What follows belongs to an exercise in optimizing a design on an open flow for small area and a short achievable clock period; a production flow would make more cautious choices.
The RTL was checked by simulation tests, not by an equivalence proof against the original design.
Power and IR drop assume default switching activity.

`flow/design.v`:
```
package corePkg;
	localparam int wordWidth = 32;
	localparam int regIndexWidth = 4;
	localparam int regCount = 16;
	typedef logic [wordWidth-1:0] wordT;
	typedef logic [regIndexWidth-1:0] regIndexT;
	localparam logic [8:0] opAdd = 9'h1B6;
	localparam logic [8:0] opRsub = 9'h1B8;
	localparam logic [8:0] opAnd = 9'h106;
	localparam logic [8:0] opSll = 9'h08C;
	localparam logic [8:0] opSrl = 9'h08D;
	localparam logic [8:0] opJ = 9'h1FF;
	localparam logic [8:0] opJal = 9'h1FE;
	localparam logic [8:0] opJalr = 9'h1DD;
	localparam logic [8:0] opJr = 9'h1ED;
endpackage
`timescale 1ns/1ps
module instructionDecoder (
	input logic [8:0] opcode,
	output logic isAdd,
	output logic isRsub,
	output logic isAnd,
	output logic isSll,
	output logic isSrl,
	output logic isJ,
	output logic isJal,
	output logic isJalr,
	output logic isJr
);
	assign isAdd = (opcode == corePkg::opAdd);
	assign isRsub = (opcode == corePkg::opRsub);
	assign isAnd = (opcode == corePkg::opAnd);
	assign isSll = (opcode == corePkg::opSll);
	assign isSrl = (opcode == corePkg::opSrl);
	assign isJ = (opcode == corePkg::opJ);
	assign isJal = (opcode == corePkg::opJal);
	assign isJalr = (opcode == corePkg::opJalr);
	assign isJr = (opcode == corePkg::opJr);
endmodule
`timescale 1ns/1ps
module registerFile (
	input logic clk,
	input logic reset,
	input corePkg::regIndexT srcA,
	input corePkg::regIndexT srcB,
	input corePkg::regIndexT writeReg,
	input logic regWriteEnable,
	input corePkg::wordT writeData,
	output corePkg::wordT operandA,
	output corePkg::wordT operandB
);
	corePkg::wordT regs [corePkg::regCount];
	logic [corePkg::regCount-1:0] valid;
	logic [corePkg::regCount-1:0] writeSel;
	logic [corePkg::regCount-1:0] selA;
	logic [corePkg::regCount-1:0] selB;
	always_comb begin
		for (int i = 0; i < corePkg::regCount; i++) begin
			writeSel[i] = regWriteEnable && (writeReg == corePkg::regIndexT'(i));
			selA[i] = valid[i] && (srcA == corePkg::regIndexT'(i));
			selB[i] = valid[i] && (srcB == corePkg::regIndexT'(i));
		end
	end
	always_ff @(posedge clk) begin
		for (int i = 0; i < corePkg::regCount; i++) begin
			if (writeSel[i])
				regs[i] <= writeData;
		end
	end
	always_ff @(posedge clk) begin
		if (reset)
			valid <= '0;
		else
			valid <= valid | writeSel;
	end
	always_comb begin
		operandA = '0;
		operandB = '0;
		for (int i = 0; i < corePkg::regCount; i++) begin
			operandA = operandA | (regs[i] & {corePkg::wordWidth{selA[i]}});
			operandB = operandB | (regs[i] & {corePkg::wordWidth{selB[i]}});
		end
	end
endmodule
`timescale 1ns/1ps
module executeUnit (
	input corePkg::wordT operandA,
	input corePkg::wordT operandB,
	input logic [11:0] immField,
	input logic isImmForm,
	input logic isAdd,
	input logic isRsub,
	input logic isAnd,
	input logic isSll,
	input logic isSrl,
	input logic isLink,
	input corePkg::wordT pcPlusOne,
	output corePkg::wordT writeData
);
	corePkg::wordT immediate;
	corePkg::wordT second;
	corePkg::wordT addend;
	corePkg::wordT sum;
	corePkg::wordT shiftIn;
	corePkg::wordT shifted;
	corePkg::wordT shiftedRev;
	corePkg::wordT shiftInRev;
	logic shiftTooWide;
	logic selSll;
	logic selSrl;
	assign immediate = {{20{immField[11] & (isAdd | isRsub)}}, immField};
	assign second = isImmForm ? immediate : operandB;
	assign addend = operandA ^ {corePkg::wordWidth{isRsub}};
	assign sum = second + addend + corePkg::wordT'(isRsub);
	always_comb begin
		for (int i = 0; i < corePkg::wordWidth; i++) begin
			shiftInRev[i] = operandA[corePkg::wordWidth-1-i];
			shiftedRev[i] = shifted[corePkg::wordWidth-1-i];
		end
	end
	assign shiftIn = isSrl ? shiftInRev : operandA;
	assign shifted = shiftIn << second[4:0];
	assign shiftTooWide = |second[31:5];
	assign selSll = isSll & ~shiftTooWide;
	assign selSrl = isSrl & ~shiftTooWide;
	assign writeData = ({corePkg::wordWidth{isAdd | isRsub}} & sum)
		| ({corePkg::wordWidth{isAnd}} & (operandA & second))
		| ({corePkg::wordWidth{selSll}} & shifted)
		| ({corePkg::wordWidth{selSrl}} & shiftedRev)
		| ({corePkg::wordWidth{isLink}} & pcPlusOne);
endmodule
`timescale 1ns/1ps
module programCounter #(
	parameter logic [31:0] resetAddress = '0
) (
	input logic clk,
	input logic reset,
	input logic jump,
	input logic jumpReg,
	input logic [22:0] jumpField,
	input corePkg::wordT operandA,
	output corePkg::wordT pc,
	output corePkg::wordT pcPlusOne
);
	corePkg::wordT nextPc;
	assign pcPlusOne = pc + corePkg::wordT'(1);
	always_comb begin
		if (jumpReg)
			nextPc = operandA;
		else if (jump)
			nextPc = {pcPlusOne[31:23], jumpField};
		else
			nextPc = pcPlusOne;
	end
	always_ff @(posedge clk) begin
		if (reset)
			pc <= resetAddress;
		else
			pc <= nextPc;
	end
endmodule
`timescale 1ns/1ps
module coreTop #(
	parameter logic [31:0] resetAddress = '0
) (
	input logic clk,
	input logic reset,
	input corePkg::wordT instr,
	output corePkg::wordT pc,
	output logic regWriteEnable,
	output corePkg::regIndexT writeReg,
	output corePkg::wordT writeData
);
	logic isAdd, isRsub, isAnd, isSll, isSrl, isJ, isJal, isJalr, isJr;
	corePkg::wordT operandA;
	corePkg::wordT operandB;
	corePkg::wordT pcPlusOne;
	instructionDecoder decoder (
		.opcode(instr[31:23]),
		.isAdd(isAdd),
		.isRsub(isRsub),
		.isAnd(isAnd),
		.isSll(isSll),
		.isSrl(isSrl),
		.isJ(isJ),
		.isJal(isJal),
		.isJalr(isJalr),
		.isJr(isJr)
	);
	assign regWriteEnable = isAdd | isRsub | isAnd | isSll | isSrl | isJal | isJalr;
	assign writeReg = isJal ? 4'd0 : instr[22:19];
	registerFile regFile (
		.clk(clk),
		.reset(reset),
		.srcA(instr[3:0]),
		.srcB(instr[7:4]),
		.writeReg(writeReg),
		.regWriteEnable(regWriteEnable),
		.writeData(writeData),
		.operandA(operandA),
		.operandB(operandB)
	);
	executeUnit execute (
		.operandA(operandA),
		.operandB(operandB),
		.immField(instr[15:4]),
		.isImmForm(instr[18:16] == 3'b000),
		.isAdd(isAdd),
		.isRsub(isRsub),
		.isAnd(isAnd),
		.isSll(isSll),
		.isSrl(isSrl),
		.isLink(isJal | isJalr),
		.pcPlusOne(pcPlusOne),
		.writeData(writeData)
	);
	programCounter #(
		.resetAddress(resetAddress)
	) pcUnit (
		.clk(clk),
		.reset(reset),
		.jump(isJ | isJal),
		.jumpReg(isJalr | isJr),
		.jumpField(instr[22:0]),
		.operandA(operandA),
		.pc(pc),
		.pcPlusOne(pcPlusOne)
	);
endmodule
```
`flow/run.sh`:
```
#!/bin/bash
# synth_recipe.tcl (not shown) runs the flow's synth.tcl, then flattens the netlist and writes it again
# the make line also repeats each setting of config.mk as NAME=value (left out here)
make -C /OpenROAD-flow-scripts/flow DESIGN_CONFIG=/design/flow/config.mk WORK_HOME=/design/flow/orfs CLKGATE_MAP_FILE= SYNTH_SCRIPT=/design/flow/synth_recipe.tcl finish
```
`flow/config.mk`:
```
export PLATFORM = sky130hd
export DESIGN_NAME = coreTop
export DESIGN_NICKNAME = coreTop
export VERILOG_FILES = /design/flow/design.v
export SDC_FILE = /design/flow/constraint.sdc
export NUM_CORES = 4
export LEC_CHECK = 0
export CAP_MARGIN = 20
export CORE_MARGIN = 2
export CORE_UTILIZATION = 40
export SLEW_MARGIN = 20
```
`flow/constraint.sdc`:
```
create_clock -name core_clock -period 12.0 [get_ports {clk}]
set_input_delay 2.4000 -clock core_clock [delete_from_list [all_inputs] [get_ports {clk}]]
set_output_delay 2.4000 -clock core_clock [all_outputs]
set_load 0.01 [all_outputs]
```
==> impl_metrics.ini, run 1 <==
[setup_path]
critical_path_cell_count = 22
critPathArrivalTime_ns = 9.62
timing.reg2reg.worst_path_depth = 21
setup.reg_to_reg.worst_slack_ns = 5.45
timing.critical_path.cells = clkdlybuf4s50_1, buf_12, nand4b_1, o22ai_1, and4b_1, nand4_4, mux2i_1, fa_1, a21o_1, a21o_1, a211oi_1, o21ai_0, a31oi_1, buf_4, o21ai_0, nand4_1, a31oi_1, a311oi_1, xnor2_1, a221o_1, buf_12, clkdlybuf4s50_1
timing.rr.start = regFile.valid[13]
required_ns = 9.60
timing.critical_path.buf_inv = 5
cp_slowest_cell = sky130_fd_sc_hd__nand4b_1
critical-path-max-stage-delay_ns = 0.80
cp-start-kind = primary input
worst_path_dominant_cell_family = compound AO/OA/AOI/OAI gates
rr_endpoint = regFile.regs[15][30]
crit_type = in2out
critPathCaptureType = primary output
path_max_fanout = 25

[grt]
grt_antenna_before_repair = 8
first_global_vias = 29161
track_usage_pct = 43.8
grt_start_max_net_pins = 49
wire_length_of_the_first_global_routing_pass_um = 245000
grt.overflow.total = 0

[place]
detailed_placement_hpwl_um = 126000
io_buffer_count = 102
gp_congestion = 1.04
placedCellCount = 4206

[sta]
drv_slew = 0
worst_pin_slew_ns = 1.31
final.setup_skew_ns = 0.0645
finalSetupViolations = 1
hold_viol_final = 0
maxSlewHeadroom_pct = 12.5
fmax_ghz = 0.0832
finalWorstPathRequiredPeriod_ns = 12.02
part_of_the_cycle_the_worst_path_needs_pct = 100
fin_ws_ns = -0.0235
grt_setup_unrepaired = false

[cts]
cts.reportedPaths.clkPinSlew_ns = 0.06
clock-sinks = 560
tritoncts.num_buffers = 61
cts-htree-levels = 2
cts_root_buf = sky130_fd_sc_hd__clkbuf_16
cts_tree = done
clk_latency_ns = 0.69
post_cts_buffers = 0
post_cts_resized = 0
clockBufferDepth = 3
ctsHoldBuffers = 0

[run]
timing.max_cap.violations = 0

[finish]
instances_no_fill = 4323
postLayoutCoreUtil_pct = 48.1
finish.net_count = 3295
syn2layout_area_growth_pct = 19.3
layout-drive-gt1-share_pct = 15.3

[hold_path]
hp-start = regFile.valid[14]
hold-path-endpoint = regFile.valid[14]
hold_path_depth = 2
timing.hold.worst.class = reg2reg

[die]
die-area_mm2 = 0.0801
ios = 103
floorplan_core_area_mm2 = 0.0773
fp.dieH_um = 283
initial_core_utilization_pct = 40.3
dieWidth_um = 283
num_rows = 102

[logic_synthesis]
postSynth.topFlopCell = sky130_fd_sc_hd__edfxtp_1
netlist_instances = 2995
postSynthRegisterBits = 560
synth_area_per_cell_um2 = 10.4
synth.distinct_cells = 105
number_of_synthesized_flops_with_an_enable_pin = 512
synth.yosys.warnings = 4
synth_fp_nets = 3061
proportion_of_synthesized_chip_area_in_sequential_cells_pct = 52.4
mappedNetlistArea_mm2 = 0.0312
async_reset_ff_share_pct = 0

[route]
detailedRoute.firstPassIterationCount = 7
detail_route.wl_per_cell_um = 42.0
number_of_nets_with_antenna_violations_after_routing = 0
drc = 0
via_per_inst = 7.24
routed-via-count = 31309
drt_first_iter_violations = 6098
detail_route.wirelength_um = 181000

[pwr]
worst_ir_drop_vdd_uv = 105
power.density_mw_per_mm2 = 118
power.leakage_nw = 12.3

[outcome]
outcome = complete, but fails checks
so_faults = setup timing
## logic make-up (layout without fill, tap and decap cells)
| kind of cell | count (synthesis) | after routing | synth area share, % |
|---|---|---|---|
| AOI/OAI and AO/OA | 858 | 858 | 19.4 |
| and+or+nand+nor | 1128 | 1128 | 18.1 |
| DFF | 560 | 560 | 52.4 |
| buffers and inverters | 261 | 545 | 3.90 |
| other | 0 | 4 | 0 |
| muxes | 63 | 63 | 2.20 |
| adders and majority gates | 32 | 32 | 1.31 |
| xor gates and xnor gates | 93 | 93 | 2.61 |
## flip-flops by register name, indices dropped and copies added (netlist names)
| name | flops |
|---|---|
| pcUnit.pc | 32 |
| regFile.regs | 512 |
| regFile.valid | 16 |
## cell type report
type,instances,area [µm²]
inverter,26,97.6
antenna,4,10.0
fill,7212,40200
timing repair buffer,406,3480
clock inverter,47,591
multi-input combinational,2174,13800
clock buffer,66,1550
tap,1040,1300
sequential,560,16300
## cells in the final DEF, fill, tap and decap left out, types with 58 or more instances in the layout
cell type	n
sky130_fd_sc_hd__clkdlybuf4s50_1	98
sky130_fd_sc_hd__and3_1	97
sky130_fd_sc_hd__xnor2_1	67
sky130_fd_sc_hd__nor2_1	226
sky130_fd_sc_hd__nand3_1	90
sky130_fd_sc_hd__edfxtp_1	512
sky130_fd_sc_hd__a21oi_1	89
sky130_fd_sc_hd__o21ai_0	70
sky130_fd_sc_hd__a22oi_1	58
sky130_fd_sc_hd__o22ai_1	278
sky130_fd_sc_hd__nand2_1	413
sky130_fd_sc_hd__buf_4	287
sky130_fd_sc_hd__clkbuf_16	61
## synthesized netlist by cell type (12+ instances only)
master | count | area, µm²
sky130_fd_sc_hd__mux2i_1 | 46 | 460
sky130_fd_sc_hd__nand2_1 | 413 | 1550
sky130_fd_sc_hd__nand3_1 | 90 | 450
sky130_fd_sc_hd__o31ai_1 | 14 | 105
sky130_fd_sc_hd__a21o_1 | 30 | 225
sky130_fd_sc_hd__nor2b_1 | 12 | 75.1
sky130_fd_sc_hd__mux2_2 | 14 | 158
sky130_fd_sc_hd__a311oi_1 | 13 | 114
sky130_fd_sc_hd__buf_4 | 14 | 105
sky130_fd_sc_hd__and4_1 | 13 | 114
sky130_fd_sc_hd__a2111oi_0 | 29 | 254
sky130_fd_sc_hd__a22oi_1 | 58 | 435
sky130_fd_sc_hd__a211o_1 | 12 | 105
sky130_fd_sc_hd__xor2_1 | 26 | 228
sky130_fd_sc_hd__a221oi_1 | 24 | 210
sky130_fd_sc_hd__a31oi_1 | 38 | 238
sky130_fd_sc_hd__o221ai_1 | 21 | 184
sky130_fd_sc_hd__nand4bb_1 | 14 | 158
sky130_fd_sc_hd__a222oi_1 | 14 | 140
sky130_fd_sc_hd__nor3_1 | 37 | 185
sky130_fd_sc_hd__o22ai_1 | 278 | 1740
sky130_fd_sc_hd__buf_2 | 71 | 355
sky130_fd_sc_hd__clkbuf_1 | 131 | 492
sky130_fd_sc_hd__nor2_1 | 240 | 901
sky130_fd_sc_hd__and2_1 | 26 | 163
sky130_fd_sc_hd__edfxtp_1 | 512 | 15400
sky130_fd_sc_hd__nand4b_1 | 13 | 114
sky130_fd_sc_hd__and3_1 | 97 | 607
sky130_fd_sc_hd__ha_1 | 31 | 388
sky130_fd_sc_hd__a21oi_1 | 89 | 445
sky130_fd_sc_hd__nand4_1 | 38 | 238
sky130_fd_sc_hd__xnor2_1 | 67 | 587
sky130_fd_sc_hd__a32oi_1 | 17 | 149
sky130_fd_sc_hd__inv_1 | 20 | 75.1
sky130_fd_sc_hd__nor4_1 | 38 | 238
sky130_fd_sc_hd__dfxtp_1 | 48 | 961
sky130_fd_sc_hd__a211oi_1 | 46 | 345
sky130_fd_sc_hd__o21ai_0 | 71 | 355
## metal layers
layer	part of all wire [%]	up-vias	wire (µm)	track usage (%)
li1	-	12253	-	-
met1	36	15136	65100	56.2
met3	15	758	28100	15.9
met4	7.9	6	14400	26.9
met2	41	3156	73800	62.8
met5	0.028	-	51	0
## worst max path at each step
stage | from | end
global route | instr[0] | writeData[30]
global placement | instr[2] | writeData[30]
CTS | instr[2] | writeData[30]
finish | instr[2] | writeData[30]
floorplan | instr[6] | writeData[30]
detailed placement | instr[2] | writeData[30]
## tightest hold or removal path: cells and delay by family (launching register included)
kind	cells	cell delay [ns]
flops	1	0.34
simple gates	2	0.12
## stage by stage
| step | setup TNS [ns] | hold WS [ns] | area (µm²) | power [mW] | setup slack (ns) |
|---|---|---|---|---|---|
| after detailed placement | 0 | 0.481 | 35000 | 2.39 | 0.521 |
| final | -0.0235 | 0.498 | 37200 | 4.40 | -0.0235 |
| after floorplan | 0 | 0.517 | 31200 | 2.25 | 2.40 |
| after global placement | 0 | 0.461 | 35000 | 2.39 | 0.435 |
| after global routing | 0 | 0.541 | 37200 | 4.47 | 0.136 |
| after CTS | 0 | 0.497 | 37200 | 4.39 | 0.476 |
## power breakdown
group	switching, mW	total [mW]	internal [mW]
sequential	0.00453	2.10	2.10
clock	0.847	2.04	1.19
combinational	0.186	0.261	0.0746
==> run 2, diff against run 1 <==
--- a/flow/design.v
+++ b/flow/design.v
@@ -113,3 +113,8 @@
 	assign addend = operandA ^ {corePkg::wordWidth{isRsub}};
-	assign sum = second + addend + corePkg::wordT'(isRsub);
+	prefixAdder adder (
+		.a(second),
+		.b(addend),
+		.carryIn(isRsub),
+		.sum(sum)
+	);
 	always_comb begin
@@ -130,2 +135,32 @@
 		| ({corePkg::wordWidth{isLink}} & pcPlusOne);
+endmodule
+module prefixAdder (
+	input corePkg::wordT a,
+	input corePkg::wordT b,
+	input logic carryIn,
+	output corePkg::wordT sum
+);
+	corePkg::wordT prop;
+	corePkg::wordT gen [6];
+	corePkg::wordT grp [6];
+	assign prop = a ^ b;
+	always_comb begin
+		gen[0] = a & b;
+		grp[0] = prop;
+		gen[0][0] = (a[0] & b[0]) | (carryIn & prop[0]);
+		for (int l = 0; l < 5; l++) begin
+			for (int i = 0; i < 32; i++) begin
+				if (((i >> l) & 1) == 1) begin
+					gen[l+1][i] = gen[l][i] | (grp[l][i] & gen[l][((i >> l) << l) - 1]);
+					grp[l+1][i] = grp[l][i] & grp[l][((i >> l) << l) - 1];
+				end else begin
+					gen[l+1][i] = gen[l][i];
+					grp[l+1][i] = grp[l][i];
+				end
+			end
+		end
+		sum[0] = prop[0] ^ carryIn;
+		for (int i = 1; i < 32; i++)
+			sum[i] = prop[i] ^ gen[5][i-1];
+	end
 endmodule
--- a/flow/config.mk
+++ b/flow/config.mk
@@ -9,3 +9,4 @@
 export CORE_MARGIN = 2
-export CORE_UTILIZATION = 40
+export CORE_UTILIZATION = 45
+export SETUP_SLACK_MARGIN = 2
 export SLEW_MARGIN = 20
==> impl_metrics.ini, run 2 <==
[sta]
drv_slew = 0
maxSlewHeadroom_pct = 25.4
hold_viol_final = 0
fin_ws_ns = 2.02
worst_pin_slew_ns = 1.12
grt_setup_unrepaired = true
fmax_ghz = 0.100
finalSetupViolations = 0
part_of_the_cycle_the_worst_path_needs_pct = 83.2
setup_total_negative_slack_ns = 0
finalWorstPathRequiredPeriod_ns = 9.98
final.setup_skew_ns = 0.0636

[setup_path]
rr_endpoint = regFile.regs[14][22]
worst_setup_path_endpoint = writeData[2]
crit_type = in2out
most_numerous_cell_on_the_critical_path = sky130_fd_sc_hd__mux2i_1
cp_slowest_cell = sky130_fd_sc_hd__a2111oi_0
timing.critical_path.buf_inv = 5
path_max_fanout = 38
critPathCaptureType = primary output
timing.critical_path.from = instr[3]
cp-start-kind = primary input
critPathArrivalTime_ns = 7.58
timing.critical_path.cells = clkbuf_4, buf_4, nor3b_2, buf_12, and2_2, a2111oi_0, nand4_1, buf_4, mux2i_1, mux2i_1, mux2i_1, o22ai_1, nor3_1, o21ai_1, a221o_1, clkdlybuf4s50_1
worst_path_dominant_cell_family = buffers and inverters
critical_path_cell_count = 16
timing.reg2reg.worst_path_depth = 19
timing.rr.start = regFile.valid[8]
setup.reg_to_reg.worst_slack_ns = 6.29
critical-path-max-stage-delay_ns = 0.68
required_ns = 9.60

[cts]
ctsHoldBuffers = 0
cts-htree-levels = 2
cts_root_buf = sky130_fd_sc_hd__clkbuf_16
cts_tree = done
cts.reportedPaths.clkPinSlew_ns = 0.06
clock-sinks = 560
clk_latency_ns = 0.70
tritoncts.num_buffers = 61
clockBufferDepth = 3

[pwr]
net-switching-power_uw = 974
p_clk_share_pct = 46.8
power.density_mw_per_mm2 = 117
power_switching_share_pct = 22.7
worst_ir_drop_vdd_uv = 172
power.share.sequential_pct = 49.1
power_mw = 4.29
power.leakage_nw = 13.8
internal_power_mw = 3.31
comb_power_share_pct = 4.1

[route]
routed-via-count = 29066
detailedRoute.firstPassIterationCount = 7
drt_first_iter_violations = 5282
detail_route.wirelength_um = 156000
drc = 0
detail_route.wl_per_cell_um = 40.9
via_per_inst = 7.61
number_of_nets_with_antenna_violations_after_routing = 0

[grt]
track_usage_pct = 43.4
wire_length_of_the_first_global_routing_pass_um = 212000
gr-usage-met2_pct = 64.0
grt_use_met3_pct = 13.8
grt-busiest-layer = met2
first_global_vias = 27172
globalRouteMet1Util_pct = 55.2
grt_antenna_before_repair = 13
grt_start_max_net_pins = 49
grt.overflow.total = 0

[logic_synthesis]
proportion_of_synthesized_chip_area_in_sequential_cells_pct = 53.5
synth.yosys.warnings = 7
synth_area_per_cell_um2 = 11.5
number_of_synthesized_flops_with_an_enable_pin = 512
synth.distinct_cells = 99
postSynthRegisterBits = 560
synth_fp_nets = 2718
async_reset_ff_share_pct = 0
synth_area_leaders = sky130_fd_sc_hd__edfxtp_1 (50%), sky130_fd_sc_hd__and3_1 (8.5%), sky130_fd_sc_hd__a2111oi_0 (3.2%), sky130_fd_sc_hd__dfxtp_1 (3.1%), sky130_fd_sc_hd__a22oi_1 (3.1%)
postSynth.topFlopCell = sky130_fd_sc_hd__edfxtp_1
share_of_the_synthesized_area_in_the_top_cell_type_pct = 50.4
mappedNetlistArea_mm2 = 0.0305
most_numerous_cell_types_in_the_synthesized_netlist = sky130_fd_sc_hd__edfxtp_1 (512), sky130_fd_sc_hd__and3_1 (415), sky130_fd_sc_hd__a22oi_1 (127)
most_frequently_used_cell_type_in_the_post_synthesis_netlist = sky130_fd_sc_hd__edfxtp_1
netlist_instances = 2649
synthDominantAreaCellType = sky130_fd_sc_hd__edfxtp_1

[hold_path]
hold_path_depth = 2
hp-start = regFile.valid[0]
timing.hold.worst.class = reg2reg

[outcome]
outcome = complete, no violations

[finish]
final_cell_mix = sky130_fd_sc_hd__edfxtp_1 (512), sky130_fd_sc_hd__and3_1 (413), sky130_fd_sc_hd__buf_4 (260)
instances_no_fill = 3821
finish.net_count = 2954
reg.largest.list = regFile.regs: 512 flops, pcUnit.pc: 32 flops, regFile.valid: 16 flops
fill_cells = 5729
final_common_cell = sky130_fd_sc_hd__edfxtp_1
largest_reg_flops = 512
layout-drive-gt1-share_pct = 18.8
top_reg_by_flops = regFile.regs
syn2layout_area_growth_pct = 20.2

[run]
timing.max_cap.violations = 0

[die]
fp.dieH_um = 264
dieWidth_um = 264
floorplan_core_area_mm2 = 0.0672
num_rows = 95
die-area_mm2 = 0.0699
initial_core_utilization_pct = 45.4
ios = 103

[place]
io_buffer_count = 102
detailed_placement_hpwl_um = 99700
post_placement_setup_slack_ns = 0.266
gp_congestion = 1.04
placedCellCount = 3637
## run 2: changes by cell type in the layout (fill, tap and decap cells not counted), sizes merged, moves of 41 or more
cell,before,now
a2111oi,32,127
a22o,4,45
a22oi,61,127
and3,97,415
mux2i,46,94
nand2,415,122
nor2,241,109
o22ai,278,12
## run 2: cells by family after synthesis
group / synth area share, %
multiplexers: 3.73
adder cells (fa/ha/maj): 1.56
AND/OR/NAND/NOR: 18.1
buffers and inverters: 3.75
flip-flops: 53.5
XOR/XNOR: 2.56
AO/OA/AOI/OAI: 16.8
## run 2: repair_timing
action / 4_1_cts / 5_1_grt
buffers inserted: 45 / 9
gates resized for setup: 157 / 48
pin swaps: 36 / 12
endpoints found under the setup margin: 32 / 28
gates cloned: 3 / 1
## run 2: metal layers
metal  part of all wire, %  vias to the layer above
met2                    42                     3006
li1                      -                    11171
met1                    35                    14105
met4                   7.6                        8
met5                 0.044                        -
met3                    15                      776
## run 2: worst min-delay path by stage
stage | endpoint | slack, ns
final | regFile.valid[0] | 0.56
after global routing | regFile.valid[0] | 0.58
after CTS | regFile.valid[0] | 0.55
after detailed placement | regFile.valid[0] | 0.54
after global placement | regFile.valid[0] | 0.53
after floorplan | regFile.valid[0] | 0.47
## run 2: layout make-up
type	instances	area [µm²]	area share [%]
Antenna cell	11	27.5	0.0751
Clock buffer	71	1560	4.27
Clock inverter	44	561	1.53
Inverter	24	92.6	0.253
Multi-Input combinational cell	1851	13700	37.2
Sequential cell	560	16300	44.6
Tap cell	873	1090	2.98
Timing Repair Buffer	387	3340	9.11
## run 2: power by group through the flow
| stage | Sequential [mW] | Combinational (mW) | Clock, mW |
|---|---|---|---|
| finish | 2.10 | 0.176 | 2.01 |
| global route | 2.10 | 0.177 | 2.08 |
| CTS | 2.10 | 0.166 | 2.00 |
| detailed placement | 2.14 | 0.158 | 0 |
| global placement | 2.14 | 0.158 | 0 |
| floorplan | 2.14 | 0.0784 | 0 |
## run 2: metrics by stage
step | hold slack [ns] | instance area [µm²] | util, %
detailed placement | 0.540 | 33600 | 50.0
global route | 0.583 | 36600 | 54.5
finish | 0.563 | 36700 | 54.6
CTS | 0.555 | 36400 | 54.2
global placement | 0.529 | 33600 | 50.0
floorplan | 0.469 | 30500 | -
## run 2: worst reg2reg max path: cells and delay by family (launching register included)
kind	cells	cell delay (ns)
compound gates	8	2.14
simple gates	4	1.28
buf+inv	4	0.88
flops	1	0.55
xor+xnor	2	0.28
fa+ha+maj	1	0.27

[what the ideal ports hide]
How much do the figures lean on ideal ports? The routed layouts below were timed once more, with nothing changed but the port constraints. Step 1: set_driving_cell puts a clkbuf_16 on clk and a buf_2 on each other input, an assumption about the parent block. Step 2 moves the port delays by t, midway between the first and last clock arrival at a register: inputs arrive t later, outputs are due t later. That takes back most of the time a late clock gives input paths. Slacks: no drivers / after step 1 / after step 2; pairs: no drivers / after step 1.
run | shift t [ns] | setup WS [ns] | worst setup path after step 2 | latest minus earliest clock arrival (ns)
run 1 | 0.722 | -0.024 / -0.051 / -0.051 | input to output | 0.064 / 0.065
run 2 | 0.736 | 2.019 / 1.979 / 1.979 | input to output | 0.063 / 0.064
For run 2, which loses most, drivers alone change the setup slack by -0.040 ns; drivers and shift together by -0.040 ns.
